Source: an optimization exercise on an open RTL-to-GDS flow (aim: a short achievable clock period and few clock cycles). Production flows keep margins and buffers that such runs may drop.
In this exercise RTL edits were held to simulation tests only and were not proved equivalent to the original.
Power is estimated from default activity; no workload was simulated.

## flow/config.mk

```make
export PLATFORM = sky130hd
export DESIGN_NAME = cpu_top
export DESIGN_NICKNAME = cpu_top
export VERILOG_FILES = /design/flow/design.v
export SDC_FILE = /design/flow/constraint.sdc
export NUM_CORES = 4
export LEC_CHECK = 0
export CAP_MARGIN = 20
export CORE_MARGIN = 2
export CORE_UTILIZATION = 40
export SLEW_MARGIN = 20
```

## flow/constraint.sdc

```tcl
create_clock -name core_clock -period 6.0 [get_ports {clk}]
set_input_delay 1.2000 -clock core_clock [delete_from_list [all_inputs] [get_ports {clk}]]
set_output_delay 1.2000 -clock core_clock [all_outputs]
set_load 0.01 [all_outputs]
```

## flow/design.v

```verilog
`default_nettype none
package cpu_pkg;
    localparam int DATA_W    = 16;
    localparam int REG_COUNT = 16;
    localparam int MEM_DEPTH = 128;
    localparam int PC_W      = 7;
    localparam int MULT_LAT  = 2;
    localparam logic [1:0] WB_SRC_ALU  = 2'd0;
    localparam logic [1:0] WB_SRC_MULT = 2'd1;
    localparam logic [1:0] WB_SRC_MEM  = 2'd2;
    typedef logic signed [DATA_W-1:0] word_t;
    typedef logic [3:0]               reg_idx_t;
    typedef logic [PC_W-1:0]          mem_addr_t;
    typedef enum logic [2:0] {
        OP_RTYPE  = 3'd0,
        OP_MULSLT = 3'd1,
        OP_STORE  = 3'd2,
        OP_LOAD   = 3'd3,
        OP_JUMP   = 3'd4,
        OP_BEQ    = 3'd5
    } opcode_e;
    typedef struct packed {
        opcode_e  opcode;
        reg_idx_t rs;
        reg_idx_t rt;
        reg_idx_t rd;
        logic     func;
    } instr_r_t;
    typedef struct packed {
        opcode_e           opcode;
        reg_idx_t          rs;
        reg_idx_t          rt;
        logic signed [4:0] imm;
    } instr_i_t;
    typedef struct packed {
        opcode_e     opcode;
        logic [12:0] addr;
    } instr_j_t;
    typedef union packed {
        instr_r_t r;
        instr_i_t i;
        instr_j_t j;
    } instr_t;
    typedef enum logic [2:0] {
        ST_IDLE,
        ST_FETCH,
        ST_DECODE,
        ST_EXEC,
        ST_MULT,
        ST_MEM,
        ST_WB
    } ctrl_state_e;
endpackage
`default_nettype wire
`default_nettype none
`timescale 1ns/10ps
module word_ram
#(
    parameter int WIDTH = cpu_pkg::DATA_W
) (
    input  logic      clk,
    input  logic      load_sel,
    input  logic      load_we,
    input  cpu_pkg::mem_addr_t load_addr,
    input  logic [WIDTH-1:0] load_data,
    input  logic      core_we,
    input  cpu_pkg::mem_addr_t core_addr,
    input  logic [WIDTH-1:0] core_data,
    output logic [WIDTH-1:0] rdata
);
    logic [WIDTH-1:0] mem [cpu_pkg::MEM_DEPTH];
    cpu_pkg::mem_addr_t addr;
    logic [WIDTH-1:0] wdata;
    logic      we;
    assign addr  = load_sel ? load_addr : core_addr;
    assign wdata = load_sel ? load_data : core_data;
    assign we    = load_sel ? load_we : core_we;
    always_ff @(posedge clk) begin
        if (we) begin
            mem[addr] <= wdata;
        end
        rdata <= mem[addr];
    end
endmodule
`default_nettype wire
`default_nettype none
`timescale 1ns/10ps
module cpu_control
(
    input  logic       clk,
    input  logic       rst_n,
    input  logic       load_valid,
    input  logic       load_to_data,
    input  logic       start,
    input  cpu_pkg::opcode_e    opcode,
    input  logic       func,
    output logic       busy,
    output logic       imem_load_we,
    output logic       dmem_load_we,
    output logic       ram_load_sel,
    output logic       dmem_core_we,
    output logic       ir_load,
    output logic       rf_read,
    output logic       alu_go,
    output logic       pc_step,
    output logic       pc_clear,
    output logic       rf_we,
    output logic [1:0] rf_we_src,
    output logic       retire_valid
);
    cpu_pkg::ctrl_state_e state;
    cpu_pkg::ctrl_state_e state_nx;
    logic [1:0]  mult_cnt;
    logic        mult_done;
    logic        is_mult;
    logic        is_mem_op;
    logic        writes_reg;
    assign is_mult    = (opcode == cpu_pkg::OP_MULSLT) && !func;
    assign is_mem_op  = (opcode == cpu_pkg::OP_LOAD) || (opcode == cpu_pkg::OP_STORE);
    assign writes_reg = (opcode == cpu_pkg::OP_RTYPE) || (opcode == cpu_pkg::OP_MULSLT) || (opcode == cpu_pkg::OP_LOAD);
    assign mult_done  = (mult_cnt == 2'(cpu_pkg::MULT_LAT - 2));
    always_ff @(posedge clk or negedge rst_n) begin
        if (!rst_n) begin
            state <= cpu_pkg::ST_IDLE;
        end else begin
            state <= state_nx;
        end
    end
    always_ff @(posedge clk or negedge rst_n) begin
        if (!rst_n) begin
            mult_cnt <= '0;
        end else if (state == cpu_pkg::ST_MULT) begin
            mult_cnt <= mult_cnt + 2'd1;
        end else begin
            mult_cnt <= '0;
        end
    end
    always_comb begin
        state_nx = state;
        case (state)
            cpu_pkg::ST_IDLE: begin
                if (start) begin
                    state_nx = cpu_pkg::ST_FETCH;
                end
            end
            cpu_pkg::ST_FETCH:  state_nx = cpu_pkg::ST_DECODE;
            cpu_pkg::ST_DECODE: state_nx = cpu_pkg::ST_EXEC;
            cpu_pkg::ST_EXEC: begin
                if (is_mult) begin
                    state_nx = cpu_pkg::ST_MULT;
                end else if (is_mem_op) begin
                    state_nx = cpu_pkg::ST_MEM;
                end else begin
                    state_nx = cpu_pkg::ST_WB;
                end
            end
            cpu_pkg::ST_MULT: begin
                if (mult_done) begin
                    state_nx = cpu_pkg::ST_WB;
                end
            end
            cpu_pkg::ST_MEM:  state_nx = cpu_pkg::ST_WB;
            cpu_pkg::ST_WB:   state_nx = cpu_pkg::ST_FETCH;
            default: state_nx = cpu_pkg::ST_IDLE;
        endcase
    end
    assign busy         = (state != cpu_pkg::ST_IDLE);
    assign ram_load_sel = (state == cpu_pkg::ST_IDLE);
    assign imem_load_we = ram_load_sel && load_valid && !load_to_data;
    assign dmem_load_we = ram_load_sel && load_valid && load_to_data;
    assign dmem_core_we = (state == cpu_pkg::ST_MEM) && (opcode == cpu_pkg::OP_STORE);
    assign ir_load  = (state == cpu_pkg::ST_FETCH);
    assign rf_read  = (state == cpu_pkg::ST_DECODE);
    assign alu_go   = (state == cpu_pkg::ST_EXEC);
    assign pc_clear = (state == cpu_pkg::ST_IDLE) && start;
    assign pc_step = (state != cpu_pkg::ST_WB) && (state_nx == cpu_pkg::ST_WB);
    assign rf_we        = (state == cpu_pkg::ST_WB) && writes_reg;
    assign rf_we_src    = is_mult ? cpu_pkg::WB_SRC_MULT :
                          (opcode == cpu_pkg::OP_LOAD) ? cpu_pkg::WB_SRC_MEM : cpu_pkg::WB_SRC_ALU;
    assign retire_valid = (state == cpu_pkg::ST_WB);
endmodule
`default_nettype wire
`default_nettype none
`timescale 1ns/10ps
module pc_unit
(
    input  logic              clk,
    input  logic              rst_n,
    input  logic              pc_clear,
    input  logic              pc_step,
    input  cpu_pkg::opcode_e           opcode,
    input  logic [12:0]       jump_addr,
    input  logic signed [4:0] imm,
    input  logic              regs_equal,
    output cpu_pkg::mem_addr_t         pc
);
    cpu_pkg::mem_addr_t pc_inc;
    assign pc_inc = pc + cpu_pkg::mem_addr_t'(1);
    always_ff @(posedge clk or negedge rst_n) begin
        if (!rst_n) begin
            pc <= '0;
        end else if (pc_clear) begin
            pc <= '0;
        end else if (pc_step) begin
            case (opcode)
                cpu_pkg::OP_JUMP: pc <= jump_addr[cpu_pkg::PC_W:1];
                cpu_pkg::OP_BEQ:  pc <= regs_equal ? pc_inc + cpu_pkg::mem_addr_t'(imm) : pc_inc;
                default: pc <= pc_inc;
            endcase
        end
    end
endmodule
`default_nettype wire
`default_nettype none
`timescale 1ns/10ps
module reg_file
(
    input  logic       clk,
    input  logic       rst_n,
    input  logic       rf_read,
    input  cpu_pkg::reg_idx_t   rs,
    input  cpu_pkg::reg_idx_t   rt,
    input  cpu_pkg::reg_idx_t   rd,
    output cpu_pkg::word_t      rs_data,
    output cpu_pkg::word_t      rt_data,
    input  logic       rf_we,
    input  logic [1:0] rf_we_src,
    input  cpu_pkg::word_t      alu_result,
    input  cpu_pkg::word_t      product,
    input  cpu_pkg::word_t      mem_rdata,
    output cpu_pkg::reg_idx_t   wr_idx,
    output cpu_pkg::word_t      wr_data
);
    cpu_pkg::word_t regs [cpu_pkg::REG_COUNT];
    assign wr_idx = (rf_we_src == cpu_pkg::WB_SRC_MEM) ? rt : rd;
    always_comb begin
        case (rf_we_src)
            cpu_pkg::WB_SRC_MULT: wr_data = product;
            cpu_pkg::WB_SRC_MEM:  wr_data = mem_rdata;
            default:     wr_data = alu_result;
        endcase
    end
    always_ff @(posedge clk or negedge rst_n) begin
        if (!rst_n) begin
            for (int i = 0; i < cpu_pkg::REG_COUNT; i++) begin
                regs[i] <= '0;
            end
        end else if (rf_we) begin
            regs[wr_idx] <= wr_data;
        end
    end
    always_ff @(posedge clk) begin
        if (rf_read) begin
            rs_data <= regs[rs];
            rt_data <= regs[rt];
        end
    end
endmodule
`default_nettype wire
`default_nettype none
`timescale 1ns/10ps
module cpu_alu
(
    input  logic              clk,
    input  logic              rst_n,
    input  logic              alu_go,
    input  cpu_pkg::opcode_e           opcode,
    input  logic              func,
    input  logic signed [4:0] imm,
    input  cpu_pkg::word_t             rs_data,
    input  cpu_pkg::word_t             rt_data,
    output cpu_pkg::word_t             alu_result,
    output cpu_pkg::word_t             product,
    output logic              regs_equal
);
    logic [cpu_pkg::DATA_W-1:0] a_u;
    logic [cpu_pkg::DATA_W-1:0] b_u;
    logic [cpu_pkg::DATA_W-1:0] pp_lo;
    logic [7:0]        pp_hi;
    logic              mult_s1;
    assign a_u        = rs_data;
    assign b_u        = rt_data;
    assign regs_equal = (rs_data == rt_data);
    always_ff @(posedge clk) begin
        if (alu_go) begin
            case (opcode)
                cpu_pkg::OP_RTYPE:  alu_result <= func ? rs_data + rt_data : rs_data - rt_data;
                cpu_pkg::OP_MULSLT: alu_result <= (rs_data < rt_data) ? cpu_pkg::word_t'(1) : cpu_pkg::word_t'(0);
                default:   alu_result <= rs_data + cpu_pkg::word_t'(imm);
            endcase
        end
    end
    always_ff @(posedge clk) begin
        if (alu_go) begin
            pp_lo <= a_u * b_u[7:0];
            pp_hi <= a_u[7:0] * b_u[15:8];
        end
    end
    always_ff @(posedge clk or negedge rst_n) begin
        if (!rst_n) begin
            mult_s1 <= 1'b0;
        end else begin
            mult_s1 <= alu_go && (opcode == cpu_pkg::OP_MULSLT) && !func;
        end
    end
    always_ff @(posedge clk) begin
        if (mult_s1) begin
            product <= pp_lo + {pp_hi, 8'h00};
        end
    end
endmodule
`default_nettype wire
`default_nettype none
`timescale 1ns/10ps
module cpu_top
(
    input  logic      clk,
    input  logic      rst_n,
    input  logic      load_valid,
    input  logic      load_to_data,
    input  cpu_pkg::mem_addr_t load_addr,
    input  cpu_pkg::word_t     load_data,
    input  logic      start,
    output logic      busy,
    output logic      retire_valid,
    output cpu_pkg::mem_addr_t retire_pc,
    output logic      wb_valid,
    output cpu_pkg::reg_idx_t  wb_reg,
    output cpu_pkg::word_t     wb_data
);
    cpu_pkg::instr_t     instr;
    cpu_pkg::mem_addr_t  pc;
    cpu_pkg::word_t      rs_data;
    cpu_pkg::word_t      rt_data;
    cpu_pkg::word_t      alu_result;
    cpu_pkg::word_t      product;
    cpu_pkg::word_t      mem_rdata;
    logic       imem_load_we;
    logic       dmem_load_we;
    logic       ram_load_sel;
    logic       dmem_core_we;
    logic       rf_read;
    logic       rf_we;
    logic [1:0] rf_we_src;
    logic       alu_go;
    logic       pc_step;
    logic       pc_clear;
    logic       regs_equal;
    assign retire_pc = pc;
    assign wb_valid  = rf_we;
    cpu_control u_control (
        .clk          (clk),
        .rst_n        (rst_n),
        .load_valid   (load_valid),
        .load_to_data (load_to_data),
        .start        (start),
        .opcode       (instr.r.opcode),
        .func         (instr.r.func),
        .busy         (busy),
        .imem_load_we (imem_load_we),
        .dmem_load_we (dmem_load_we),
        .ram_load_sel (ram_load_sel),
        .dmem_core_we (dmem_core_we),
        .ir_load      (),
        .rf_read      (rf_read),
        .alu_go       (alu_go),
        .pc_step      (pc_step),
        .pc_clear     (pc_clear),
        .rf_we        (rf_we),
        .rf_we_src    (rf_we_src),
        .retire_valid (retire_valid)
    );
    pc_unit u_pc (
        .clk        (clk),
        .rst_n      (rst_n),
        .pc_clear   (pc_clear),
        .pc_step    (pc_step),
        .opcode     (instr.r.opcode),
        .jump_addr  (instr.j.addr),
        .imm        (instr.i.imm),
        .regs_equal (regs_equal),
        .pc         (pc)
    );
    reg_file u_rf (
        .clk        (clk),
        .rst_n      (rst_n),
        .rf_read    (rf_read),
        .rs         (instr.r.rs),
        .rt         (instr.r.rt),
        .rd         (instr.r.rd),
        .rs_data    (rs_data),
        .rt_data    (rt_data),
        .rf_we      (rf_we),
        .rf_we_src  (rf_we_src),
        .alu_result (alu_result),
        .product    (product),
        .mem_rdata  (mem_rdata),
        .wr_idx     (wb_reg),
        .wr_data    (wb_data)
    );
    cpu_alu u_alu (
        .clk        (clk),
        .rst_n      (rst_n),
        .alu_go     (alu_go),
        .opcode     (instr.r.opcode),
        .func       (instr.r.func),
        .imm        (instr.i.imm),
        .rs_data    (rs_data),
        .rt_data    (rt_data),
        .alu_result (alu_result),
        .product    (product),
        .regs_equal (regs_equal)
    );
    word_ram #(.WIDTH(cpu_pkg::DATA_W)) u_imem (
        .clk       (clk),
        .load_sel  (ram_load_sel),
        .load_we   (imem_load_we),
        .load_addr (load_addr),
        .load_data (load_data),
        .core_we   (1'b0),
        .core_addr (pc),
        .core_data ('0),
        .rdata     (instr)
    );
    word_ram #(.WIDTH(cpu_pkg::DATA_W)) u_dmem (
        .clk       (clk),
        .load_sel  (ram_load_sel),
        .load_we   (dmem_load_we),
        .load_addr (load_addr),
        .load_data (load_data),
        .core_we   (dmem_core_we),
        .core_addr (alu_result[cpu_pkg::PC_W-1:0]),
        .core_data (rt_data),
        .rdata     (mem_rdata)
    );
endmodule
`default_nettype wire
```

## flow/run.sh

```bash
#!/bin/bash
# synth_recipe.tcl (not shown) runs the flow's synth.tcl, then flattens the netlist and writes it again
# the make line also repeats each setting of config.mk as NAME=value (left out here)
make -C /OpenROAD-flow-scripts/flow DESIGN_CONFIG=/design/flow/config.mk WORK_HOME=/design/flow/orfs CLKGATE_MAP_FILE= SYNTH_SCRIPT=/design/flow/synth_recipe.tcl finish
```

==> results.txt <==
[metrics by stage]
| stage | hold slack [ns] | total power (uW) | util | setup slack (ns) | area (um2) |
|---|---|---|---|---|---|
| floorplan | 0.400 | 34300 | - | 0.752 | 172000 |
| global placement | 0.410 | 34400 | 0.432 | 0.00737 | 185000 |
| detailed placement | 0.405 | 34400 | 0.432 | 0.161 | 185000 |
| CTS | 0.342 | 61400 | 0.465 | 0.282 | 199000 |
| global route | 0.0406 | 62600 | 0.466 | 0.255 | 199000 |
| finish | 0.0554 | 61200 | 0.466 | 0.342 | 199000 |
[critical path: cells and delay by family (launching register included)]
family                 cells  cell delay, ns
buffers and inverters      4            1.39
and+or+nand+nor            3            0.32
AOI/OAI and AO/OA          2            1.02
DFF                        1            0.69
[state kept, by name, indices dropped and copies added, names as in the netlist]
name / cells
u_dmem.rdata: 16
u_imem.mem: 2048
u_dmem.mem: 2048
u_control.mult_cnt: 2
u_rf.rs_data: 16
u_pc.pc: 7
u_rf.rt_data: 16
u_alu.pp_lo: 16
u_rf.regs: 256
u_imem.rdata: 16
u_control.state: 3
u_alu.pp_hi: 8
u_alu.mult_s1: 1
u_alu.alu_result: 16
u_alu.product: 16
[power by group]
part | total (uW) | switching (uW) | internal [uW]
Sequential | 33700 | 0 | 33700
Clock | 27500 | 11900 | 15600
Combinational | 88.8 | 66.3 | 22.4
[cell families (layout without fill, tap and decap cells)]
logic type / count (synthesis) / after routing / share of synthesized area
flops: 4485 / 4485 / 0.775
compound gates: 3194 / 3194 / 0.141
simple gates: 1465 / 1465 / 0.0393
buf+inv: 868 / 1886 / 0.0228
fa+ha+maj: 178 / 178 / 0.0163
xor+xnor: 80 / 80 / 0.00408
mux: 31 / 31 / 0.00194
other cells: 0 / 18 / 0
[area by class of cell]
| class | count | area (um2) |
|---|---|---|
| Multi-Input combinational cell | 4948 | 35500 |
| Timing Repair Buffer | 915 | 8510 |
| Antenna cell | 18 | 45.0 |
| Inverter | 179 | 672 |
| Tap cell | 5687 | 7120 |
| Sequential cell | 4485 | 133000 |
| Clock inverter | 272 | 2830 |
| Clock buffer | 520 | 11300 |
| Fill cell | 35800 | 228000 |
[Yosys cell counts, drive strengths merged, types with 13 or more instances]
| master | n | area, um2 |
|---|---|---|
| edfxtp | 4184 | 126000 |
| a22oi | 1034 | 7760 |
| nor2 | 545 | 2050 |
| a221oi | 468 | 4110 |
| buf | 445 | 2320 |
| a22o | 404 | 3540 |
| nand2 | 337 | 1270 |
| a21oi | 335 | 1700 |
| a31oi | 327 | 2050 |
| dfrtp | 269 | 6730 |
| clkbuf | 244 | 916 |
| a222oi | 199 | 1990 |
| inv | 179 | 672 |
| nand3 | 176 | 881 |
| o21ai | 151 | 756 |
| nand4 | 102 | 638 |
| ha | 101 | 1260 |
| and2 | 91 | 569 |
| fa | 77 | 1540 |
| xnor2 | 60 | 526 |
| o22ai | 59 | 382 |
| nor3 | 53 | 277 |
| nor4 | 52 | 325 |
| a21o | 38 | 285 |
| o22a | 33 | 289 |
| dfxtp | 32 | 641 |
| nand2b | 23 | 144 |
| or4 | 23 | 173 |
| and3 | 21 | 131 |
| xor2 | 20 | 175 |
| mux2i | 19 | 198 |
| o221ai | 16 | 140 |
| a211oi | 15 | 113 |
| o32ai | 13 | 136 |
[worst paths after layout]
kind                                  startpoint                end  slack (ns)
worst max register to register   u_rf.rt_data[4]    u_alu.pp_lo[15]        0.81
worst min-delay path                       rst_n    u_rf.regs[6][3]        0.06
min in group core_clock           u_alu.pp_lo[7]   u_alu.product[7]        0.43
worst min register to register    u_alu.pp_lo[7]   u_alu.product[7]        0.43
max in group asynchronous                  rst_n  u_rf.regs[11][12]        4.89
worst max-delay path            u_imem.rdata[15]        wb_data[10]        0.34
[routing by layer]
metal | track usage | share of wire
met1 | 0.356 | 0.38
met2 | 0.393 | 0.45
met3 | 0.0554 | 0.12
met4 | 0.120 | 0.053
met5 | 0 | 0.000088
==> flow_results.org <==
** Outcome
- The flow ran to the end and the layout has no timing, DRC or antenna violations.

** Global route
- For this run the aggregate overflow at the end of global routing stands at 0.
- Maximum number of pins on one net before global-route repair :: 145
- Global routing usage summed across all routing layers :: 0.258
- Antenna violations before repair :: 30
- Global-route wire length before repair :: 808000 um
- The via count of the first global-routing pass came to 104000.

** Timing
- Final setup viols :: 0
- Largest clock skew in the final design :: 0.0812 ns
- Headroom to the max-slew limit came out at 0.159.
- Tightest Pin Transition :: 1.26 ns
- Of the available clock period, the critical path in the final layout requires 0.943.
- Setup repair after global routing left no endpoint under its margin.
- Summed over all failing endpoints, the final setup total negative slack is 0 ns.
- Static timing analysis puts the maximum clock frequency at 177 MHz.
- The routed design could run at a clock period as short as 5.66 ns.
- The final-report max-slew violation count came to 0.
- The final number of hold-violating endpoints came to 0.

** Placed design
- Input and output buffers added on the ports amount to 57.
- Detailed placer's ending HPWL :: 359000 um
- Routability-driven placement congestion ratio :: 0.942
- Cell count after placement :: 16200

** Finish
- After the last flow step, the layout net total stands at 11200.
- Leading cell type in the layout, fill and taps excluded :: sky130_fd_sc_hd__edfxtp_1
- The library cells used most frequently in the layout, excluding fill and tap cells, are 4184 x sky130_fd_sc_hd__edfxtp_1, 1034 x sky130_fd_sc_hd__a22oi_1, 737 x sky130_fd_sc_hd__buf_4.
- Non-filler cells in the finished layout :: 17000
- In the final layout, the share of cells above drive strength 1 is 0.146.
- Layout overhead on the synthesized area :: 15.9%

** CTS
- Clock tree synthesis inserted a total of 431 buffers.
- Clock transition at the register clock pins on the worst setup and hold paths after CTS :: 0.06 ns
- The tree built by TritonCTS fans out to 4485 sinks.
- In this run the post-CTS setup repair buffer count came out at 0.
- Counting along the longest clock path gives a buffer depth of 4.
- For the worst-skew pair, the clock arrives at the later sink with an insertion delay of 1.03 ns.
- Quantity of gates resized following cts :: 0
- Hold bufs inserted after CTS :: 0
- TritonCTS built the clock tree.
- The H-tree generated during clock tree synthesis spans 5 levels.
- The tree is rooted in a sky130_fd_sc_hd__clkbuf_16.

** Critical path
- Element type at the critical path start :: flop
- The largest single stage delay on the critical path is 0.76 ns.
- The setup path with the least slack is of type reg2out.
- Largest fanout on the critical path :: 18
- Traced cell by cell, the critical path runs through nor2_1 > buf_4 > nand2_1 > nor2_1 > buf_4 > a22o_1 > a21oi_2 > inv_1 > clkdlybuf4s50_1.
- For the worst setup path, the data arrival time is 4.46 ns.
- Data required, critical path :: 4.80 ns
- Slowest CP cell :: sky130_fd_sc_hd__a21oi_2
- Kind of end point of the critical path :: output port
- The worst register-to-register path has a depth of 13.

** Synthesis
- Unique masters post-synth :: 80
- Average footprint of a synthesized cell :: 16.7 um2
- The cell area that synthesis handed to floorplanning was 172000 um2.
- EDFF count, synth :: 4184
- For this run, the register share of the synthesized area comes to 0.775.
- The synthesized design contains 4485 register bits.
- Yosys printed 6 warnings.
- Syn_nets :: 10500
- For this run, the leading register cell type out of synthesis is sky130_fd_sc_hd__edfxtp_1.
- Post-synthesis async set-or-reset flop share :: 0.0600
- In the synthesized netlist, the number of instances is 10300.

** Routing
- The first routing iteration left 17800 violations.
- For this block, the routed nets add up to 578000 um of wire.
- After detailed routing, the number of vias per cell comes to 6.36.
- Drt drc :: 0
- Overall via count from detail_route :: 108000
- In this run the remaining antenna-violating nets after routing total 0.
- After detailed routing, the average wire length per cell comes to 33.9 um.
- First-pass DRT Iterations :: 10

** Power
- Worst IR Drop VDD :: 0.238 mV
- Leakage power :: 0.0610 uW
- Power Density :: 308 nW/um2

** Floorplan
- The initial utilization of the core area, before any placement, comes to 0.402.
- From bottom edge to top edge, the die measures 659 um.
- The floorplan step defined a core boundary enclosing 427000 um2.
- The die covers 434000 um2.
- The die is 659 um wide.
- Standard-cell row count :: 240
- Number of ports placed on the die boundary :: 58

** Min path
- The path class of the tightest hold or removal check is in2async.

** Job
- The tool flagged a number of max-cap violations equal to 0.
Testbench counts, summed over its fixed seeds: cycles 53,707.

afterwards: timing with drivers on the ports:
The results above use ideal ports. As a check the final layout listed here was re-extracted and re-timed, cells and wires unchanged.
Step 1, drivers: a clkbuf_16 drives clk and a buf_2 each remaining input, both assumed.
Step 2, shift: input delay + t, output delay - t, t = (earliest + latest rising clock arrival at the registers) / 2. This alone moves slack from input paths to output paths.
Three values: ideal ports, drivers, drivers and shift; two values: the first two.
t (ns): 1.111
slack for setup (ns): 0.342 / 0.222 / 0.013
worst setup path at the end: input to register
latest minus earliest clock arrival (ns): 0.088 / 0.089
After both steps setup and hold are still met in this run. For this run, drivers alone change the setup slack by -0.120 ns; drivers and shift together by -0.329 ns.
